This design comes from an exercise in tuning for small area on the open sky130 flow, not from production work.
Only simulation tests tie the RTL to the original design; equivalence was not proved.
Power and IR drop assume default switching activity.

===== flow/config.mk =====
export PLATFORM = sky130hd
export DESIGN_NAME = pmu_top
export DESIGN_NICKNAME = pmu_top
export VERILOG_FILES = /design/flow/design.v
export SDC_FILE = /design/flow/constraint.sdc
export NUM_CORES = 4
export LEC_CHECK = 0
export CAP_MARGIN = 10
export CORE_MARGIN = 2
export CORE_UTILIZATION = 50
export CTS_BUF_LIST = sky130_fd_sc_hd__clkbuf_16
export CTS_CLUSTER_DIAMETER = 80
export CTS_CLUSTER_SIZE = 30
export PLACE_DENSITY = 0.75
export SLEW_MARGIN = 10
export SYNTH_HIERARCHICAL = 1
export SYNTH_MINIMUM_KEEP_SIZE = 0

===== flow/constraint.sdc =====
create_clock -name core_clock -period 6.0 [get_ports {clk_i}]
set_input_delay 1.2000 -clock core_clock [delete_from_list [all_inputs] [get_ports {clk_i}]]
set_output_delay 1.2000 -clock core_clock [all_outputs]
set_load 0.01 [all_outputs]

===== flow/design.v =====
package pmu_pkg;
    typedef enum logic [1:0] {
        SELFTEST_NONE    = 2'b00,
        SELFTEST_ALL_ON  = 2'b01,
        SELFTEST_ALL_OFF = 2'b10,
        SELFTEST_ONE_ON  = 2'b11
    } selftest_e;
    typedef enum logic {
        BUS_IDLE = 1'b0,
        BUS_RESP = 1'b1
    } bus_state_e;
endpackage
module pmu_ao22 (
    input  logic a1,
    input  logic a2,
    input  logic b1,
    input  logic b2,
    output logic x
);
    assign x = (a1 & a2) | (b1 & b2);
endmodule
module pmu_aoi222 (
    input  logic a1,
    input  logic a2,
    input  logic b1,
    input  logic b2,
    input  logic c1,
    input  logic c2,
    output logic xn
);
    assign xn = ~((a1 & a2) | (b1 & b2) | (c1 & c2));
endmodule
module pmu_aoi22 (
    input  logic a1,
    input  logic a2,
    input  logic b1,
    input  logic b2,
    output logic xn
);
    assign xn = ~((a1 & a2) | (b1 & b2));
endmodule
module pmu_nand #(parameter int N = 2) (
    input  logic [N-1:0] a,
    output logic         x
);
    assign x = ~&a;
endmodule
module pmu_ao222 (
    input  logic a1,
    input  logic a2,
    input  logic b1,
    input  logic b2,
    input  logic c1,
    input  logic c2,
    output logic x
);
    assign x = (a1 & a2) | (b1 & b2) | (c1 & c2);
endmodule
module pmu_qsel (
    input  logic l,
    input  logic lim,
    input  logic h0,
    input  logic h1,
    input  logic q,
    input  logic z,
    output logic x
);
    assign x = (l & lim) | (h0 & q) | (h1 & (q ^ z));
endmodule
module pmu_nand2 (
    input  logic a1,
    input  logic a2,
    output logic xn
);
    assign xn = ~(a1 & a2);
endmodule
module pmu_qdec (
    input  logic zi,
    input  logic q,
    input  logic g,
    output logic zo,
    output logic d
);
    assign zo = zi & ~q;
    assign d  = q ^ (g & zi);
endmodule
module pmu_ao21 (
    input  logic a1,
    input  logic a2,
    input  logic b1,
    output logic x
);
    assign x = (a1 & a2) | b1;
endmodule
module pmu_xor2 (
    input  logic a,
    input  logic b,
    output logic x
);
    assign x = a ^ b;
endmodule
`timescale 1ns/1ns
module pmu_regs (
    input  logic              clk_i,
    input  logic              rstn_i,
    input  logic [6:0]        s_awaddr_i,
    input  logic              s_awvalid_i,
    output logic              s_awready_o,
    input  logic [31:0]       s_wdata_i,
    input  logic              s_wvalid_i,
    output logic              s_wready_o,
    output logic [1:0]        s_bresp_o,
    output logic              s_bvalid_o,
    input  logic              s_bready_i,
    input  logic [6:0]        s_araddr_i,
    input  logic              s_arvalid_i,
    output logic              s_arready_o,
    output logic [31:0]       s_rdata_o,
    output logic [1:0]        s_rresp_o,
    output logic              s_rvalid_o,
    input  logic              s_rready_i,
    output logic [31:0]       cfg_o,
    output logic [7:0]        ovf_mask_o,
    output logic [63:0]       weights_o,
    output logic [3:0][31:0]  limits_o,
    output logic [7:0]        cnt_ld_o,
    output logic              rp_o,
    input  logic [7:0][31:0]  counter_val_i,
    input  logic [7:0]        ovf_vect_i,
    input  logic [3:0][31:0]  quota_i
);
    logic [4:0] wr_idx, rd_idx;
    logic bvalid_q, rvalid_q, wr_fire;
    logic [31:0] rdata_q, rd_data;
    logic [31:0] cfg_q;
    logic [7:0]  mask_q;
    logic [63:0] weights_q;
    logic [3:0][31:0] limits_q;
    assign wr_idx  = s_awaddr_i[6:2];
    assign rd_idx  = s_araddr_i[6:2];
    assign wr_fire = s_awvalid_i & s_wvalid_i & ~bvalid_q;
    assign s_awready_o = wr_fire;
    assign s_wready_o  = wr_fire;
    assign s_bvalid_o  = bvalid_q;
    assign s_bresp_o   = 2'b00;
    assign s_arready_o = s_arvalid_i & ~rvalid_q;
    assign s_rvalid_o  = rvalid_q;
    assign s_rdata_o   = rdata_q;
    assign s_rresp_o   = 2'b00;
    always_ff @(posedge clk_i or negedge rstn_i) begin
        if (!rstn_i) begin
            bvalid_q <= 1'b0;
            rvalid_q <= 1'b0;
        end else begin
            bvalid_q <= bvalid_q ? ~s_bready_i : (s_awvalid_i & s_wvalid_i);
            rvalid_q <= rvalid_q ? ~s_rready_i : s_arvalid_i;
        end
    end
    always_ff @(posedge clk_i) begin
        rdata_q <= rd_data;
    end
    logic rp_q;
    always_ff @(posedge clk_i or negedge rstn_i) begin
        if (!rstn_i) rp_q <= 1'b1;
        else         rp_q <= 1'b0;
    end
    assign rp_o = rp_q;
    logic [7:0] we;
    logic wr_ok;
    assign wr_ok = wr_fire & rstn_i;
    assign we[0] = wr_ok & (wr_idx == 5'd0);
    assign we[1] = wr_ok & (wr_idx == 5'd9);
    assign we[2] = wr_ok & (wr_idx == 5'd11);
    assign we[3] = wr_ok & (wr_idx == 5'd12);
    assign we[4] = wr_ok & (wr_idx == 5'd13);
    assign we[5] = wr_ok & (wr_idx == 5'd14);
    assign we[6] = wr_ok & (wr_idx == 5'd15);
    assign we[7] = wr_ok & (wr_idx == 5'd16);
    logic [7:0][31:0] wq, wd;
    assign wq[0] = cfg_q;
    assign wq[1] = {24'd0, mask_q};
    assign wq[2] = weights_q[31:0];
    assign wq[3] = weights_q[63:32];
    assign wq[4] = limits_q[0];
    assign wq[5] = limits_q[1];
    assign wq[6] = limits_q[2];
    assign wq[7] = limits_q[3];
    for (genvar r = 0; r < 8; r++) begin : g_wr
        logic wen;
        assign wen = ~we[r] & ~rp_q;
        for (genvar b = 0; b < ((r == 1) ? 8 : 32); b++) begin : g_b
            pmu_ao22 u_sel (.a1(we[r]), .a2(s_wdata_i[b]), .b1(wen), .b2(wq[r][b]), .x(wd[r][b]));
        end
    end
    always_ff @(posedge clk_i) begin
        cfg_q            <= wd[0];
        mask_q           <= wd[1][7:0];
        weights_q[31:0]  <= wd[2];
        weights_q[63:32] <= wd[3];
        limits_q[0]      <= wd[4];
        limits_q[1]      <= wd[5];
        limits_q[2]      <= wd[6];
        limits_q[3]      <= wd[7];
    end
    for (genvar i = 0; i < 8; i++) begin : g_ld
        assign cnt_ld_o[i] = wr_ok & (wr_idx == 5'(i + 1));
    end
    logic [20:0] rsel;
    logic rhold;
    assign rhold = rvalid_q;
    for (genvar k = 0; k < 21; k++) begin : g_rsel
        assign rsel[k] = ~rvalid_q & ~rp_q & (rd_idx == 5'(k));
    end
    for (genvar b = 0; b < 32; b++) begin : g_rd
        localparam int NS = (b < 8) ? 22 : 20;
        localparam int N3 = NS / 3;
        localparam int NT = N3 + NS % 3;
        logic [23:0] sel, dat;
        logic [NT-1:0] tn;
        always_comb begin
            sel = '0;
            dat = '0;
            sel[0] = rhold;    dat[0] = rdata_q[b];
            sel[1] = rsel[0];  dat[1] = cfg_q[b];
            for (int k = 0; k < 8; k++) begin
                sel[2+k] = rsel[1+k];  dat[2+k] = counter_val_i[k][b];
            end
            sel[10] = rsel[11]; dat[10] = weights_q[b];
            sel[11] = rsel[12]; dat[11] = weights_q[32+b];
            for (int k = 0; k < 4; k++) begin
                sel[12+k] = rsel[13+k]; dat[12+k] = limits_q[k][b];
                sel[16+k] = rsel[17+k]; dat[16+k] = quota_i[k][b];
            end
            if (b < 8) begin
                sel[20] = rsel[9];  dat[20] = mask_q[b];
                sel[21] = rsel[10]; dat[21] = ovf_vect_i[b];
            end
        end
        for (genvar t = 0; t < N3; t++) begin : g_t
            pmu_aoi222 u_t (.a1(sel[3*t]), .a2(dat[3*t]), .b1(sel[3*t+1]), .b2(dat[3*t+1]),
                            .c1(sel[3*t+2]), .c2(dat[3*t+2]), .xn(tn[t]));
        end
        for (genvar t = N3; t < NT; t++) begin : g_s
            pmu_nand2 u_t (.a1(sel[2*N3+t]), .a2(dat[2*N3+t]), .xn(tn[t]));
        end
        pmu_nand #(.N(NT)) u_or (.a(tn), .x(rd_data[b]));
    end
    assign cfg_o      = cfg_q;
    assign ovf_mask_o = mask_q;
    assign weights_o  = weights_q;
    assign limits_o   = limits_q;
endmodule
`timescale 1ns/1ns
module pmu_event_counters (
    input  logic              clk_i,
    input  logic              rstn_i,
    input  logic [7:0]        events_i,
    input  logic              cnt_en_i,
    input  logic              cnt_softrst_i,
    input  logic              ovf_en_i,
    input  logic              ovf_softrst_i,
    input  logic [7:0]        cnt_ld_i,
    input  logic              rp_i,
    input  logic [31:0]       wdata_i,
    output logic [7:0][31:0]  counter_val_o,
    output logic [7:0]        ovf_vect_o
);
    logic [7:0][31:0] cnt_q;
    logic [7:0] ovf_q;
    logic [7:0] wrap;
    for (genvar i = 0; i < 8; i++) begin : g_cnt
        logic [31:0] nxt;
        logic sel_w, sel_c;
        assign sel_w = ~cnt_softrst_i & cnt_ld_i[i];
        assign sel_c = ~cnt_softrst_i & ~cnt_ld_i[i] & ~rp_i;
        logic inc;
        logic [32:0] c;
        logic p16;            
        assign inc = cnt_en_i & events_i[i];
        assign p16 = &cnt_q[i][15:0];
        for (genvar b = 0; b < 32; b++) begin : g_bit
            if (b == 0) begin : g_c0
                assign c[b] = inc;
            end else if (b == 16) begin : g_c16
                assign c[b] = inc & p16;
            end
            if (b != 15) begin : g_cy
                assign c[b+1] = c[b] & cnt_q[i][b];
            end
            pmu_ao22 u_sel (.a1(sel_w), .a2(wdata_i[b]), .b1(sel_c), .b2(cnt_q[i][b] ^ c[b]), .x(nxt[b]));
        end
        assign wrap[i] = c[32] & sel_c;
        always_ff @(posedge clk_i) begin
            cnt_q[i] <= nxt;
        end
    end
    always_ff @(posedge clk_i) begin
        if (rp_i | ovf_softrst_i) ovf_q <= '0;
        else if (ovf_en_i)      ovf_q <= ovf_q | wrap;
    end
    assign counter_val_o = cnt_q;
    assign ovf_vect_o    = ovf_q;
endmodule
`timescale 1ns/1ns
module pmu_mccu (
    input  logic              clk_i,
    input  logic              rstn_i,
    input  logic [7:0]        events_i,
    input  logic              mccu_en_i,
    input  logic              mccu_softrst_i,
    input  logic              rp_i,
    input  logic [3:0]        update_quota_i,
    input  logic [63:0]       weights_i,
    input  logic [3:0][31:0]  limits_i,
    output logic [3:0][31:0]  quota_o,
    output logic [3:0]        exhausted_o
);
    for (genvar c = 0; c < 4; c++) begin : g_core
        logic [7:0] wa, wb;
        logic [8:0] wab;      
        logic [8:0] ca;
        logic ea, eb, s_a, s_b, s_ab;
        logic [8:0] costn;    
        logic [8:0] dlo;
        logic [32:9] z;       
        logic bw9, sat;
        logic sel_l;
        logic [31:0] d, q, nxt;
        logic ex;
        assign wa = weights_i[16*c +: 8];
        assign wb = weights_i[16*c+8 +: 8];
        assign ca[0] = 1'b0;
        for (genvar k = 0; k < 8; k++) begin : g_add
            assign wab[k]  = wa[k] ^ wb[k] ^ ca[k];
            assign ca[k+1] = (wa[k] & wb[k]) | (ca[k] & (wa[k] ^ wb[k]));
        end
        assign wab[8] = ca[8];
        assign ea   = mccu_en_i & events_i[c];
        assign eb   = mccu_en_i & events_i[c+4];
        assign s_a  = ea & ~eb;
        assign s_b  = ~ea & eb;
        assign s_ab = ea & eb;
        for (genvar k = 0; k < 9; k++) begin : g_cost
            if (k < 8) begin : g_w
                pmu_aoi222 u_c (.a1(s_a), .a2(wa[k]), .b1(s_b), .b2(wb[k]),
                                .c1(s_ab), .c2(wab[k]), .xn(costn[k]));
            end else begin : g_top
                assign costn[k] = ~(s_ab & wab[k]);
            end
        end
        logic [8:0] p, gn;
        logic [9:0] cy;
        assign cy[0] = 1'b1;
        for (genvar k = 0; k < 9; k++) begin : g_sub
            assign p[k]  = q[k] ^ costn[k];
            assign gn[k] = q[k] & costn[k];
            if (k == 0) begin : g_b0
                assign cy[1]  = p[0] | gn[0];
                assign dlo[0] = ~p[0];
            end else begin : g_bk
                pmu_ao21 u_c (.a1(p[k]), .a2(cy[k]), .b1(gn[k]), .x(cy[k+1]));
                pmu_xor2 u_s (.a(p[k]), .b(cy[k]), .x(dlo[k]));
            end
        end
        assign bw9 = ~cy[9];
        logic g;
        assign z[9] = 1'b1;
        assign sat = bw9 & z[32];
        assign g   = bw9 & ~z[32];
        assign d[8:0] = dlo;
        for (genvar k = 9; k < 32; k++) begin : g_dec
            if (k == 9) begin : g_b9
                assign z[10] = ~q[9];
                assign d[9]  = q[9] ^ g;
            end else begin : g_bk
                pmu_qdec u_dec (.zi(z[k]), .q(q[k]), .g(g), .zo(z[k+1]), .d(d[k]));
            end
        end
        logic sel_dl, sel_dh;
        assign sel_l  = ~mccu_softrst_i & update_quota_i[c];
        assign sel_dh = ~mccu_softrst_i & ~update_quota_i[c] & ~rp_i;
        assign sel_dl = sel_dh & ~sat;
        for (genvar k = 0; k < 32; k++) begin : g_nxt
            pmu_ao22 u_sel (.a1(sel_l), .a2(limits_i[c][k]), .b1((k < 9) ? sel_dl : sel_dh), .b2(d[k]), .x(nxt[k]));
        end
        always_ff @(posedge clk_i) begin
            q <= nxt;
        end
        always_ff @(posedge clk_i) begin
            ex <= (z[32] & ~|q[8:0]) | rp_i;
        end
        assign quota_o[c]     = q;
        assign exhausted_o[c] = ex;
    end
endmodule
`timescale 1ns/1ns
module pmu_top (
    input  logic                          clk_i,
    input  logic                          rstn_i,
    input  logic [7-1:0]    s_awaddr_i,
    input  logic                          s_awvalid_i,
    output logic                          s_awready_o,
    input  logic [32-1:0]     s_wdata_i,
    input  logic [32/8-1:0]   s_wstrb_i,
    input  logic                          s_wvalid_i,
    output logic                          s_wready_o,
    output logic [1:0]                    s_bresp_o,
    output logic                          s_bvalid_o,
    input  logic                          s_bready_i,
    input  logic [7-1:0]    s_araddr_i,
    input  logic                          s_arvalid_i,
    output logic                          s_arready_o,
    output logic [32-1:0]     s_rdata_o,
    output logic [1:0]                    s_rresp_o,
    output logic                          s_rvalid_o,
    input  logic                          s_rready_i,
    input  logic [8-1:0]    events_i,
    output logic                          intr_overflow_o,
    output logic [4-1:0]       intr_mccu_o
);
    logic [31:0] cfg;
    logic [7:0]  ovf_mask;
    logic [63:0] weights;
    logic [3:0][31:0] limits;
    logic [7:0]  cnt_ld;
    logic [7:0]  events_sel;
    logic [7:0][31:0] counter_val;
    logic [7:0]  ovf_vect;
    logic [3:0][31:0] quota;
    logic [3:0]  exhausted;
    logic        rp;
    pmu_regs u_regs (
        .clk_i, .rstn_i,
        .s_awaddr_i, .s_awvalid_i, .s_awready_o,
        .s_wdata_i, .s_wvalid_i, .s_wready_o,
        .s_bresp_o, .s_bvalid_o, .s_bready_i,
        .s_araddr_i, .s_arvalid_i, .s_arready_o,
        .s_rdata_o, .s_rresp_o, .s_rvalid_o, .s_rready_i,
        .cfg_o        (cfg),
        .ovf_mask_o   (ovf_mask),
        .weights_o    (weights),
        .limits_o     (limits),
        .cnt_ld_o     (cnt_ld),
        .rp_o         (rp),
        .counter_val_i(counter_val),
        .ovf_vect_i   (ovf_vect),
        .quota_i      (quota)
    );
    always_comb begin
        case (cfg[31:30])
            2'b01:   events_sel = 8'hFF;
            2'b10:   events_sel = 8'h00;
            2'b11:   events_sel = 8'h01;
            default: events_sel = events_i;
        endcase
    end
    pmu_event_counters u_counters (
        .clk_i, .rstn_i,
        .events_i      (events_sel),
        .cnt_en_i      (cfg[0]),
        .cnt_softrst_i (cfg[1] & ~rp),
        .ovf_en_i      (cfg[2]),
        .ovf_softrst_i (cfg[3]),
        .cnt_ld_i      (cnt_ld),
        .rp_i          (rp),
        .wdata_i       (s_wdata_i),
        .counter_val_o (counter_val),
        .ovf_vect_o    (ovf_vect)
    );
    pmu_mccu u_mccu (
        .clk_i, .rstn_i,
        .events_i      (events_sel),
        .mccu_en_i     (cfg[4]),
        .mccu_softrst_i(cfg[5]),
        .rp_i          (rp),
        .update_quota_i(cfg[9:6] & {4{~rp}}),
        .weights_i     (weights),
        .limits_i      (limits),
        .quota_o       (quota),
        .exhausted_o   (exhausted)
    );
    logic mccu_int_en;
    assign mccu_int_en     = cfg[4] & ~rp;
    assign intr_overflow_o = |(ovf_vect & ovf_mask) & ~rp;
    assign intr_mccu_o     = exhausted & {4{mccu_int_en}};
endmodule

===== flow/flow/run.sh =====
#!/bin/bash
# Standard ORFS layout (the standard.sh) with two extra settings:
#  - port buffers use the smallest buffer instead of the default choice
#  - clock tree without dummy balancing loads
# Each ORFS step writes its own log under orfs/logs; make's output goes to standard.log.
set -euo pipefail
bash standard.sh \
  "BUFFER_PORTS_ARGS=-buffer_cell sky130_fd_sc_hd__buf_1" \
  "CTS_ARGS=-sink_clustering_enable -repair_clock_nets -sink_clustering_size 30 -sink_clustering_max_diameter 80 -buf_list sky130_fd_sc_hd__clkbuf_16 -dont_use_dummy_load" \
  finish > standard.log 2>&1

===== flow/standard.sh =====
#!/bin/bash
# synth_recipe.tcl (not shown) runs the flow's synth.tcl, then flattens the netlist and writes it again
# the make line also repeats each setting of config.mk as NAME=value (left out here)
make -C /OpenROAD-flow-scripts/flow DESIGN_CONFIG=/design/flow/config.mk WORK_HOME=/design/flow/orfs CLKGATE_MAP_FILE= SYNTH_SCRIPT=/design/flow/synth_recipe.tcl "${@:-finish}"

==> run notes, run 1 <==
status=complete, no violations; Cell Rows=89; maxcap violations=0; flop2flop setup slack=0.27 ns; via count=26240; RSZ-0062 raised after global routing=no; Cell Pwr Density=212.9 nW/µm²; worst path bufs/invs=3; initial DRC count=4178; core footprint=59350 µm²; vias per inst=7.256; Reg area=13290 µm²; clk_skew=0.07392 ns; part of the Yosys area used for sequential elements=44.10%; WP data arrival=6.26 ns; number of routed nets with antenna violations=0; dominant synthesized flop cell=dfxtp_1; root buf cell=clkbuf_16; leak pwr=13.88 nW; post-DP HPWL=76180 µm; slowest CP cell=dfxtp_1; WL/cell=30.39 µm; # hold bufs at CTS=0; number of synthesized flops with an enable pin=0; largest net degree at the start of global routing=40; Async S/R FF share, synth=0.4525%; vias in the first global route=25400; Slew @ Worst Pin=1.336 ns; Die Area=62250 µm²; crit path capture type=flop; Clock Tree Buf Depth=3; VDD IR max=0.0002276 V; Initial Util=50.77%; Critical Path Most Common Cell=nor2b_1; flops & latches, synth=663; commonest cells after routing, fill and taps aside=660 x dfxtp_1, 616 x a22o_1, 288 x ha_1, 232 x a222oi_1, 166 x nand2_1; total CTS buffers=30; CP Class=reg -> reg; CTS tree=yes; RePlAce Congestion=0.9873; DRC=0; NumNets Final=3226; Pre-antenna DRT Iters=11; first-pass GRT wire length=162100 µm; # IOs=111; ant diodes=0; Die Ht=249.5 µm; Final period util=95.43%; yosys warns=10; global route overflow=0; H-tree depth=1; GRT Total Usage=34.08%; critical path peak fanout=23; die width=249.5 µm; share of cells above drive strength 1=7.387%; RR Endpoint=u_mccu.g_core[2].q[11]$_DFF_P_; most common library cell in the layout ignoring fill and taps=dfxtp_1; clock period minus worst slack=5.726 ns; clk sink count=663; number of port buffers=98; Post-Syn Area=30140 µm²; Synth cell types=51; WHS=0.3946 ns; Slew Limit Fails=0; P&R area growth vs syn=9.852%; Syn Area/Cell=11.37 µm²; RR Startpoint=u_mccu.g_core[2].q[9]$_DFF_P_; Final TNS setup=0 ns; Critical Path Start Type=flop; Multi-input gate area=16880 µm²; final wirelength=109900 µm; Worst slew margin=10.96%; path depth of the worst reg2reg path=29; Final Hold Violating Endpoints=0; initial antenna violation count=1; Mapped Cells=2651; Fill cells=5076; hold crit path type=in -> async; largest delay contributor family on the critical path=simple AND/OR/NAND/NOR gates; CP max stage delay=0.33 ns; Clock Pin Slew Worst Setup and Hold Paths=0.10 ns; clock latency on the worst-skew pair=0.65 ns; required time of the critical path=6.53 ns; fmax=0.1746 GHz; Setup Viol. Count Final=0
==> cells by family after synthesis <==
family                     Yosys count  share of synthesized area (%)
AOI/OAI and AO/OA                  911                          27.14
adders and majority gates          316                          13.82
muxes                                1                        0.03322
and+or+nand+nor                    547                          9.865
buffers and inverters               80                          1.200
DFF                                663                          44.10
other                                1                        0.01244
xor gates and xnor gates           132                          3.836
==> report_power, final <==
group	total, mW	internal [mW]	switching [mW]	leakage (nW)
Clock	2.29	0.891	1.40	0.370
Combinational	0.333	0.0576	0.275	8.16
Sequential	4.43	4.41	0.0147	5.35
==> area by class of cell <==
class	instances	area share, %
Timing Repair Buffer	182	3.058
Multi-Input combinational cell	1912	50.98
Clock buffer	30	2.268
Sequential cell	663	40.14
Inverter	56	0.6349
Tap cell	773	2.922
==> how the worst max path moves through the flow <==
stage	from	endpoint	cells past startpoint
2_1_floorplan	u_regs.weights_q[32]$_DFF_P_	u_mccu.g_core[2].q[10]$_DFF_P_	18
3_5_place_dp	u_mccu.g_core[0].q[9]$_DFF_P_	u_mccu.g_core[0].q[28]$_DFF_P_	28
4_1_cts	u_mccu.g_core[0].q[9]$_DFF_P_	u_mccu.g_core[0].q[21]$_DFF_P_	28
6_report	u_mccu.g_core[2].q[9]$_DFF_P_	u_mccu.g_core[2].q[11]$_DFF_P_	29
5_1_grt	u_mccu.g_core[2].q[9]$_DFF_P_	u_mccu.g_core[2].q[12]$_DFF_P_	29
3_3_place_gp	u_regs.weights_q[48]$_DFF_P_	u_mccu.g_core[3].q[18]$_DFF_P_	18
==> what timing repair did <==
action | in CTS | in global routing
cloned | 0 | 0
endpoints found under the setup margin | 1 | 132
gates resized for setup | 1 | 30
buffers inserted | 0 | 0
==> layer usage <==
layer	up-vias	track usage (%)	share of wire [%]
li1	11180	-	-
met3	313	6.258	11
met5	-	0	0
met2	1738	50.76	42
met4	0	22.86	7.7
met1	13010	45.13	39
==> sequential cells by signal (all words and copies together) (netlist names) <==
| signal | cells |
|---|---|
| u_regs.mask_q | 8 |
| u_mccu.g_core.ex | 4 |
| u_regs.cfg_q | 32 |
| u_regs.rdata_q | 32 |
| u_regs.bvalid_q | 1 |
| u_regs.rvalid_q | 1 |
| u_regs.weights_q | 64 |
| u_counters.cnt_q | 256 |
| u_regs.rp_q | 1 |
| u_regs.limits_q | 128 |
| u_counters.ovf_q | 8 |
| u_mccu.g_core.q | 128 |
==> Yosys stat by module (local to each module, per instance), excerpt <==
module              flip-flops and latches  area, µm²  cells inside  copies in the design
pmu_event_counters                     264       9030           622                     1
pmu_regs                               267       5943           359                     1
pmu_mccu                               132       4270           309                     1
pmu_top                                  0      192.7            33                     1
pmu_qdec                                 0      18.77             3                    88
pmu_aoi222                               0      10.01             1                   232
pmu_ao22                                 0      8.758             1                   616
pmu_xor2                                 0      8.758             1                    32
pmu_ao21                                 0      7.507             1                    32
pmu_nand2                                0      3.754             1                    56
==> worst reg2reg max path, delay by kind of cell (launching register included) <==
kind / cells / cell delay (ns)
XOR/XNOR: 1 / 0.07
AND/OR/NAND/NOR: 24 / 4.61
flip-flops: 1 / 0.33
AO/OA/AOI/OAI: 1 / 0.17
buffers and inverters: 3 / 0.46
==> cell usage after synthesis, types with 10 or more instances <==
cell type | n | share of area, %
ha_1 | 288 | 12
and2_1 | 13 | 0.27
nand2_1 | 166 | 2.1
buf_4 | 10 | 0.25
a22o_1 | 616 | 18
nor4_1 | 18 | 0.37
or2_1 | 33 | 0.69
a222oi_1 | 232 | 7.7
a31oi_1 | 14 | 0.29
nor3_2 | 12 | 0.40
xor2_1 | 40 | 1.2
xnor2_1 | 92 | 2.7
a21o_1 | 33 | 0.82
nor2b_1 | 89 | 1.8
dfxtp_1 | 660 | 44
nor3_1 | 20 | 0.33
inv_1 | 56 | 0.70
nor2_1 | 57 | 0.71
nand4_1 | 88 | 1.8
fa_1 | 28 | 1.9
==> per-stage QoR <==
step | cells | setup slack, ns | cell area (µm²) | util [%] | power (mW)
2_1_floorplan | 2655 | 0.6667 | 30150 | - | 4.635
3_3_place_gp | 3586 | 0.2982 | 32260 | 54.35 | 4.837
3_5_place_dp | 3586 | 0.1273 | 32260 | 54.35 | 4.846
4_1_cts | 3616 | 0.1032 | 33010 | 55.62 | 7.040
5_1_grt | 3616 | 0.003559 | 33110 | 55.78 | 7.198
6_report | 3616 | 0.2739 | 33110 | 55.78 | 7.048
==> inputs of run 2 (changes only) <==
--- a/flow/flow/run.sh
+++ b/flow/flow/run.sh
@@ -6,5 +6,5 @@
 set -euo pipefail
 bash standard.sh \
   "BUFFER_PORTS_ARGS=-buffer_cell sky130_fd_sc_hd__buf_1" \
-  "CTS_ARGS=-sink_clustering_enable -repair_clock_nets -sink_clustering_size 30 -sink_clustering_max_diameter 80 -buf_list sky130_fd_sc_hd__clkbuf_16 -dont_use_dummy_load" \
+  "CTS_ARGS=-sink_clustering_enable -repair_clock_nets -sink_clustering_size 30 -sink_clustering_max_diameter 80 -buf_list {sky130_fd_sc_hd__clkbuf_8 sky130_fd_sc_hd__clkbuf_16} -dont_use_dummy_load" \
   finish > standard.log 2>&1
--- a/flow/config.mk
+++ b/flow/config.mk
@@ -11,7 +11,6 @@
 export CTS_BUF_LIST = sky130_fd_sc_hd__clkbuf_16
 export CTS_CLUSTER_DIAMETER = 80
 export CTS_CLUSTER_SIZE = 30
-export PLACE_DENSITY = 0.75
 export SLEW_MARGIN = 10
 export SYNTH_HIERARCHICAL = 1
 export SYNTH_MINIMUM_KEEP_SIZE = 0
==> run 2 against run 1 <==
Non-clock buffer count increased by 8. Register-to-register slack improved by 0.11 ns. Final cell count increased by 0.47%. Maximum frequency is 1.9% higher. Worst setup slack improved by 0.11 ns. Critical endpoint is now u_mccu.g_core[0].q[15]$_DFF_P_. Largest power group unchanged.
==> run notes, run 2 <==
status=complete, no violations (unchanged); fmax=0.1780 GHz (was 0.1746 GHz); Synth cell types=51 (unchanged); Yosys top cell by area=dfxtp_1 (unchanged); vias per inst=7.086 (was 7.256); die width=249.5 µm (unchanged); Commonest cells post-synth=660 x dfxtp_1, 616 x a22o_1, 288 x ha_1 (unchanged); Fill cells=5189 (was 5076); H-tree depth=2 (was 1); leak pwr=13.98 nW (was 13.88 nW); CP Class=reg -> reg (unchanged); slowest CP cell=dfxtp_1 (unchanged); area share of the largest cell type after synthesis=43.84% (unchanged); GRT Total Usage=35.77% (was 34.08%); P&R area growth vs syn=10.68% (was 9.852%); largest net degree at the start of global routing=40 (unchanged); initial antenna violation count=5 (was 1); fin util=56.20% (was 55.78%); total CTS buffers=37 (was 30); Critical Path Start Type=flop (unchanged); clk sink count=663 (unchanged); critical path peak fanout=14 (was 23); vias in the first global route=24630 (was 25400); number of routed nets with antenna violations=0 (unchanged); Final Hold Violating Endpoints=0 (unchanged); most common library cell in the layout ignoring fill and taps=dfxtp_1 (unchanged); Largest Register=u_counters.cnt_q (unchanged); Syn Area/Cell=11.37 µm² (unchanged); Clock Pin Slew Worst Setup and Hold Paths=0.09 ns (was 0.10 ns); clock latency on the worst-skew pair=0.61 ns (was 0.65 ns); Pre-antenna DRT Iters=12 (was 11); share of cells above drive strength 1=7.838% (was 7.387%); via count=25750 (was 26240); flop2flop setup slack=0.38 ns (was 0.27 ns); Clock Tree Buf Depth=3 (unchanged); # IOs=111 (unchanged); post-DP HPWL=80100 µm (was 76180 µm); core footprint=59350 µm² (unchanged); Cell Pwr Density=219.9 nW/µm² (was 212.9 nW/µm²); fin cells=3633 (was 3616); DRC=0 (unchanged); number of synthesized flops with an enable pin=0 (unchanged); part of the Yosys area used for sequential elements=44.10% (unchanged); WL/cell=31.40 µm (was 30.39 µm); Initial Util=50.77% (unchanged); number of port buffers=98 (unchanged); WP data arrival=6.11 ns (was 6.26 ns); Cell Rows=89 (unchanged); global route overflow=0 (unchanged); placed cells=3594 (was 3586); Die Ht=249.5 µm (unchanged); VDD IR max=0.0002007 V (was 0.0002276 V); Die Area=62250 µm² (unchanged); hold crit path type=in -> async (unchanged); dominant synthesized flop cell=dfxtp_1 (unchanged); Multi-input gate area=16870 µm² (was 16880 µm²); NumNets Final=3241 (was 3226); Critical Path Most Common Cell=nor2b_1 (unchanged); Post-Syn Area=30140 µm² (unchanged); synth top area cells=dfxtp_1 44%, a22o_1 18%, ha_1 12%, a222oi_1 7.7%, xnor2_1 2.7% (unchanged); commonest cells after routing, fill and taps aside=660 x dfxtp_1, 616 x a22o_1, 288 x ha_1, 232 x a222oi_1, 166 x nand2_1 (unchanged); initial DRC count=3627 (was 4178); flops & latches, synth=663 (unchanged); clock period minus worst slack=5.619 ns (was 5.726 ns); count leader, synth=dfxtp_1 (unchanged); required time of the critical path=6.49 ns (was 6.53 ns); Reg area=13290 µm² (unchanged); Setup Viol. Count Final=0 (unchanged); RePlAce Congestion=0.9539 (was 0.9873); CP max stage delay=0.33 ns (about the same); clk_skew=0.05913 ns (was 0.07392 ns); first-pass GRT wire length=166300 µm (was 162100 µm); CTS tree=yes (unchanged); maxcap violations=0 (unchanged); yosys warns=10 (unchanged); crit path capture type=flop (unchanged); Async S/R FF share, synth=0.4525% (unchanged); Mapped Cells=2651 (unchanged); max reg flops=256 (unchanged); Worst slew margin=12.95% (was 10.96%); final wirelength=114100 µm (was 109900 µm); # hold bufs at CTS=0 (unchanged); Slew Limit Fails=0 (unchanged); root buf cell=clkbuf_16 (unchanged); Regs by FF count=u_counters.cnt_q x256, u_mccu.g_core.q x128, u_regs.limits_q x128 (unchanged); Slew @ Worst Pin=1.306 ns (was 1.336 ns); Final period util=93.66% (was 95.43%)
## run 2: cells by family after synthesis
logic type | after synthesis | share of synthesized area, %
other | 1 | 0.01244
AOI/OAI and AO/OA | 911 | 27.14
adders and majority gates | 316 | 13.82
muxes | 1 | 0.03322
buffers and inverters | 80 | 1.200
xor gates and xnor gates | 132 | 3.836
DFF | 663 | 44.10
and+or+nand+nor | 547 | 9.865
## run 2: metrics by stage
step	cell area [µm²]	hold WS (ns)	power (mW)	setup WS [ns]	TNS, ns
after floorplan	30150	0.4396	4.635	0.6667	0
after detailed placement	32350	0.4552	4.854	0.2721	0
final	33360	0.4285	7.336	0.3807	0
after CTS	33280	0.4216	7.358	0.1582	0
after global routing	33360	0.4413	7.528	-0.002263	-0.004185
after global placement	32350	0.4541	4.849	0.2442	0
## run 2: layer usage
metal  part of all wire (%)  wire length [µm]  global-route usage (%)  up-vias
li1                       -                 -                       -    11200
met2                     44             49790                   54.64     1482
met3                    9.2             10540                   5.538      257
met1                     41             46800                   48.42    12800
met4                    6.1              6941                   20.02        2
met5                  0.011                13                       0        -
## run 2: final timing paths
path	startpoint	endpoint	depth (start not counted)
max in group asynchronous	rstn_i	u_regs.rp_q$_DFF_PN1_	1
hold reg to reg	u_regs.cfg_q[25]$_DFF_P_	u_regs.cfg_q[25]$_DFF_P_	1
hold / removal	rstn_i	u_regs.rvalid_q$_DFF_PN0_	1
setup / recovery	u_mccu.g_core[0].q[9]$_DFF_P_	u_mccu.g_core[0].q[15]$_DFF_P_	29
min in group core_clock	u_regs.cfg_q[25]$_DFF_P_	u_regs.cfg_q[25]$_DFF_P_	1
setup reg to reg	u_mccu.g_core[0].q[9]$_DFF_P_	u_mccu.g_core[0].q[15]$_DFF_P_	29
## run 2: modules after synthesis, one instance, submodules excluded, a selection
module / flops+latches / cell area (µm²) / copies in the design
pmu_nand2: 0 / 3.754 / 56
pmu_qdec: 0 / 18.77 / 88
pmu_xor2: 0 / 8.758 / 32
pmu_ao22: 0 / 8.758 / 616
pmu_event_counters: 264 / 9030 / 1
pmu_top: 0 / 192.7 / 1
pmu_ao21: 0 / 7.507 / 32
pmu_mccu: 132 / 4270 / 1
pmu_regs: 267 / 5943 / 1
pmu_aoi222: 0 / 10.01 / 232
## run 2: what timing repair did
item / CTS / global route
setup buffers: 0 / 0
gates resized for setup: 0 / 26
endpoints found under the setup margin: 0 / 132
## run 2: power breakdown
| part | internal, mW | switching [mW] |
|---|---|---|
| sequential | 4.41 | 0.0160 |
| clock | 1.11 | 1.47 |
| combinational | 0.0594 | 0.277 |
## run 2: layout make-up
class	instances	area share, %
Inverter	56	0.6302
Timing Repair Buffer	190	3.248
Tap cell	773	2.900
Antenna cell	2	0.01500
Multi-Input combinational cell	1912	50.59
Clock buffer	37	2.776
Sequential cell	663	39.84
## run 2: critical path, delay by kind of cell (launching register included)
family                 cells  cell delay, ns
AO/OA/AOI/OAI              1            0.18
flip-flops                 1            0.33
buffers and inverters      3            0.48
XOR/XNOR                   1            0.06
AND/OR/NAND/NOR           24            4.47
==> inputs of run 3 (changes only) <==
==> flow/run.sh (new file) <==
#!/bin/bash
# synth_recipe.tcl (not shown) runs the flow's synth.tcl, then flattens the netlist and writes it again
# the make line also repeats each setting of config.mk as NAME=value (left out here)
make -C /OpenROAD-flow-scripts/flow DESIGN_CONFIG=/design/flow/config.mk WORK_HOME=/design/flow/orfs CLKGATE_MAP_FILE= SYNTH_SCRIPT=/design/flow/synth_recipe.tcl finish
removed: flow/flow/run.sh
removed: flow/standard.sh
==> run 3 against run 2 <==
Die area is the same. First-iteration DRC count shrank 5.2%. Combinational power grew 5%. Routed wire length shrank 0.31%. Critical endpoint is now u_mccu.g_core[0].q[19]$_DFF_P_. Core utilization grew 1.8 points. Critical path type unchanged. Synthesized cell count is the same. Sequential share of layout area shrank 1.3 points.
==> run notes, run 3 <==
status=complete, no violations (unchanged); Async S/R FF share, synth=0.4525% (unchanged); Critical Path Most Common Cell=nor2b_1 (unchanged); WL/cell=31.06 µm (was 31.40 µm); Die Ht=249.5 µm (unchanged); placed cells=3594 (unchanged); Synth cell types=51 (unchanged); max reg flops=256 (unchanged); Multi-input gate area=16910 µm² (was 16870 µm²); slowest CP cell=dfxtp_1 (unchanged); logic gate share of total power=4.5% (was 4.6%); Die Area=62250 µm² (unchanged); Internal=5.898 mW (was 5.577 mW); flop2flop setup slack=0.35 ns (was 0.38 ns); Cell Rows=89 (unchanged); number of port buffers=98 (unchanged); fmax=0.1769 GHz (was 0.1780 GHz); via count=25620 (was 25750); RR Endpoint=u_mccu.g_core[0].q[19]$_DFF_P_ (was u_mccu.g_core[0].q[15]$_DFF_P_); clock period minus worst slack=5.652 ns (was 5.619 ns); Mapped Cells=2651 (unchanged); initial antenna violation count=1 (was 5); Initial Util=50.77% (unchanged); WHS=0.4831 ns (was 0.4285 ns); Commonest cells post-synth=660 x dfxtp_1, 616 x a22o_1, 288 x ha_1 (unchanged); WP data arrival=6.16 ns (was 6.11 ns); Reg area=13290 µm² (unchanged); sequential fraction of design power=56.0% (was 60.4%); yosys warns=10 (unchanged); DRC=0 (unchanged); Clock Tree Buf Depth=3 (unchanged); Slew Limit Fails=0 (unchanged); P&R area growth vs syn=14.29% (was 10.68%); Sw Ratio=25.45% (was 23.98%); die width=249.5 µm (unchanged); clk sink count=663 (unchanged); commonest cells after routing, fill and taps aside=660 x dfxtp_1, 616 x a22o_1, 288 x ha_1, 232 x a222oi_1, 166 x nand2_1 (unchanged); capture point of the critical path=u_mccu.g_core[0].q[19]$_DFF_P_ (was u_mccu.g_core[0].q[15]$_DFF_P_); CTS tree=yes (unchanged); synth top area cells=dfxtp_1 44%, a22o_1 18%, ha_1 12%, a222oi_1 7.7%, xnor2_1 2.7% (unchanged); count leader, synth=dfxtp_1 (unchanged); Area after DPL=33000 µm² (was 32350 µm²); share of cells above drive strength 1=8.965% (was 7.838%); Cell Pwr Density=229.7 nW/µm² (was 219.9 nW/µm²); wire length on met3=10060 µm (was 10540 µm); Largest Register=u_counters.cnt_q (unchanged); leak pwr=14.46 nW (was 13.98 nW); number of routed nets with antenna violations=0 (unchanged); RePlAce Congestion=0.9691 (was 0.9539); area share of the largest cell type after synthesis=43.84% (unchanged); fin cells=3662 (was 3633); CP Class=reg -> reg (unchanged); GRT Total Usage=35.80% (was 35.77%); core footprint=59350 µm² (unchanged); NumNets Final=3242 (was 3241); Fill cells=5025 (was 5189); worst setup path startpoint=u_mccu.g_core[0].q[9]$_DFF_P_ (unchanged); flops & latches, synth=663 (unchanged); final wirelength=113700 µm (was 114100 µm); path depth of the worst reg2reg path=29 (unchanged); dominant synthesized flop cell=dfxtp_1 (unchanged); number of synthesized flops with an enable pin=0 (unchanged); Worst slew margin=9.202% (was 12.95%); most common library cell in the layout ignoring fill and taps=dfxtp_1 (unchanged); H-tree depth=2 (unchanged); Syn Area/Cell=11.37 µm² (unchanged); # IOs=111 (unchanged); clk_skew=0.03706 ns (was 0.05913 ns); Yosys top cell by area=dfxtp_1 (unchanged); crit path capture type=flop (unchanged); clock latency on the worst-skew pair=0.63 ns (was 0.61 ns); critical path peak fanout=23 (was 14); DRT met1 WL=46860 µm (was 46800 µm); Slew @ Worst Pin=1.358 ns (was 1.306 ns); Regs by FF count=u_counters.cnt_q x256, u_mccu.g_core.q x128, u_regs.limits_q x128 (unchanged); Final Hold Violating Endpoints=0 (unchanged); initial DRC count=3440 (was 3627); RR Startpoint=u_mccu.g_core[0].q[9]$_DFF_P_ (unchanged); metal2 WL=49760 µm (was 49790 µm); Clock Pin Slew Worst Setup and Hold Paths=0.10 ns (was 0.09 ns); global route overflow=0 (unchanged); hold crit path type=reg -> reg (was in -> async); VDD IR max=0.0002629 V (was 0.0002007 V); root buf cell=clkbuf_16 (unchanged); Highest Signal Layer=met4 (was met5); # hold bufs at CTS=0 (unchanged); Setup Viol. Count Final=0 (unchanged); P_sw=2.014 mW (was 1.759 mW); post-DP HPWL=80730 µm (was 80100 µm); vias in the first global route=25140 (was 24630); first-pass GRT wire length=167000 µm (was 166300 µm); largest net degree at the start of global routing=33 (was 40); CP max stage delay=0.33 ns (about the same); Clk pwr share=39.5% (was 35.1%); Final period util=94.21% (was 93.66%); Pre-antenna DRT Iters=10 (was 12); vias per inst=6.997 (was 7.086); part of the Yosys area used for sequential elements=44.10% (unchanged); required time of the critical path=6.51 ns (was 6.49 ns); total CTS buffers=37 (unchanged); ant diodes=0 (was 2); Post-Syn Area=30140 µm² (unchanged); maxcap violations=0 (unchanged); Critical Path Start Type=flop (unchanged); Final Cell Area=34440 µm² (was 33360 µm²)
[run 3: layer usage]
| layer | GRT usage (%) | vias up |
|---|---|---|
| met5 | 0 | - |
| met4 | 19.81 | 0 |
| met3 | 5.538 | 274 |
| met2 | 55.27 | 1402 |
| met1 | 48.09 | 12700 |
| li1 | - | 11240 |
[run 3: through the flow]
| step | utilization [%] | setup TNS (ns) | power [mW] | worst slack, ns |
|---|---|---|---|---|
| 2_1_floorplan | - | 0 | 4.635 | 0.6667 |
| 3_3_place_gp | 55.59 | 0 | 4.875 | 0.03792 |
| 3_5_place_dp | 55.60 | 0 | 4.881 | 0.05226 |
| 4_1_cts | 57.86 | 0 | 7.930 | 0.1008 |
| 5_1_grt | 58.03 | -0.1988 | 8.114 | -0.02903 |
| 6_report | 58.03 | 0 | 7.912 | 0.3476 |
[run 3: power groups by stage]
stage	Combinational (mW)	Clock (mW)	Sequential, mW
final	0.354	3.12	4.43
after global routing	0.365	3.31	4.44
after CTS	0.348	3.15	4.43
after detailed placement	0.347	0	4.53
after global placement	0.342	0	4.53
after floorplan	0.106	0	4.53
[run 3: final cells by class]
class,count,share of cell area [%]
Multi-Input combinational cell,1912,49.09
Sequential cell,663,38.58
Timing Repair Buffer,191,5.020
Clock buffer,39,2.833
Tap cell,773,2.808
Clock inverter,28,1.057
Inverter,56,0.6103
[run 3: timing repair]
item / 4_1_cts / 5_1_grt
buffers inserted: 0 / 1
endpoints found under the setup margin: 0 / 132
resized for setup: 0 / 34
[run 3: Yosys stat by module (local to each module, per instance), a selection]
module              times used  cell area, µm²  flops+latches  cells
pmu_ao21                    32           7.507              0      1
pmu_nand2                   56           3.754              0      1
pmu_mccu                     1            4270            132    309
pmu_qdec                    88           18.77              0      3
pmu_event_counters           1            9030            264    622
pmu_regs                     1            5943            267    359
pmu_top                      1           192.7              0     33
pmu_xor2                    32           8.758              0      1
pmu_ao22                   616           8.758              0      1
pmu_aoi222                 232           10.01              0      1
[run 3: worst min-delay path by stage]
stage	from	end	cells past startpoint
floorplan	u_regs.cfg_q[10]$_DFF_P_	u_regs.cfg_q[10]$_DFF_P_	1
global placement	u_regs.cfg_q[16]$_DFF_P_	u_regs.cfg_q[16]$_DFF_P_	1
detailed placement	u_regs.cfg_q[25]$_DFF_P_	u_regs.cfg_q[25]$_DFF_P_	1
CTS	u_regs.cfg_q[14]$_DFF_P_	u_regs.cfg_q[14]$_DFF_P_	1
global route	u_regs.cfg_q[23]$_DFF_P_	u_regs.cfg_q[23]$_DFF_P_	1
finish	u_regs.cfg_q[26]$_DFF_P_	u_regs.cfg_q[26]$_DFF_P_	1
[run 3: cells by family (layout without fill, tap and decap cells)]
group | count (synthesis) | count (layout) | synth area share, %
simple gates | 547 | 547 | 9.865
flops | 663 | 663 | 44.10
mux | 1 | 1 | 0.03322
compound gates | 911 | 911 | 27.14
buf+inv | 80 | 314 | 1.200
xor+xnor | 132 | 132 | 3.836
other cells | 1 | 5 | 0.01244
fa+ha+maj | 316 | 316 | 13.82
[run 3: worst max-delay path, delay by kind of cell (launching register included)]
kind            cells  cell delay (ns)
simple gates       24             4.49
buf+inv             3             0.45
flops               1             0.33
compound gates      1             0.18
xor+xnor            1             0.07

[re-timing with driven ports]
The flow's constraints put no driver on any port. The routed layouts listed below were extracted and timed again, unchanged, in two steps. Step 1: set_driving_cell puts a clkbuf_16 on clk_i and a buf_2 on each other input, an assumption about the parent block. Step 2 times the ports against the registers' clock, not the clock port: input delays grow and output delays shrink by t, the midpoint of the rising clock arrivals with the driver on. Three values: ideal ports, drivers, drivers and shift; two values: the first two.
run	t (ns)	setup WS [ns]	worst setup path after step 2	latest minus earliest clock arrival (ns)
run 1	0.679	0.274 / 0.274 / 0.274	register to register	0.077 / 0.077
run 2	0.649	0.381 / 0.381 / 0.294	input to register	0.060 / 0.060
run 3	0.669	0.348 / 0.348 / 0.045	input to register	0.040 / 0.040
After both steps setup and hold are still met in every run listed. For run 3, which loses most, drivers alone change the setup slack by 0.000 ns; drivers and shift together by -0.303 ns.
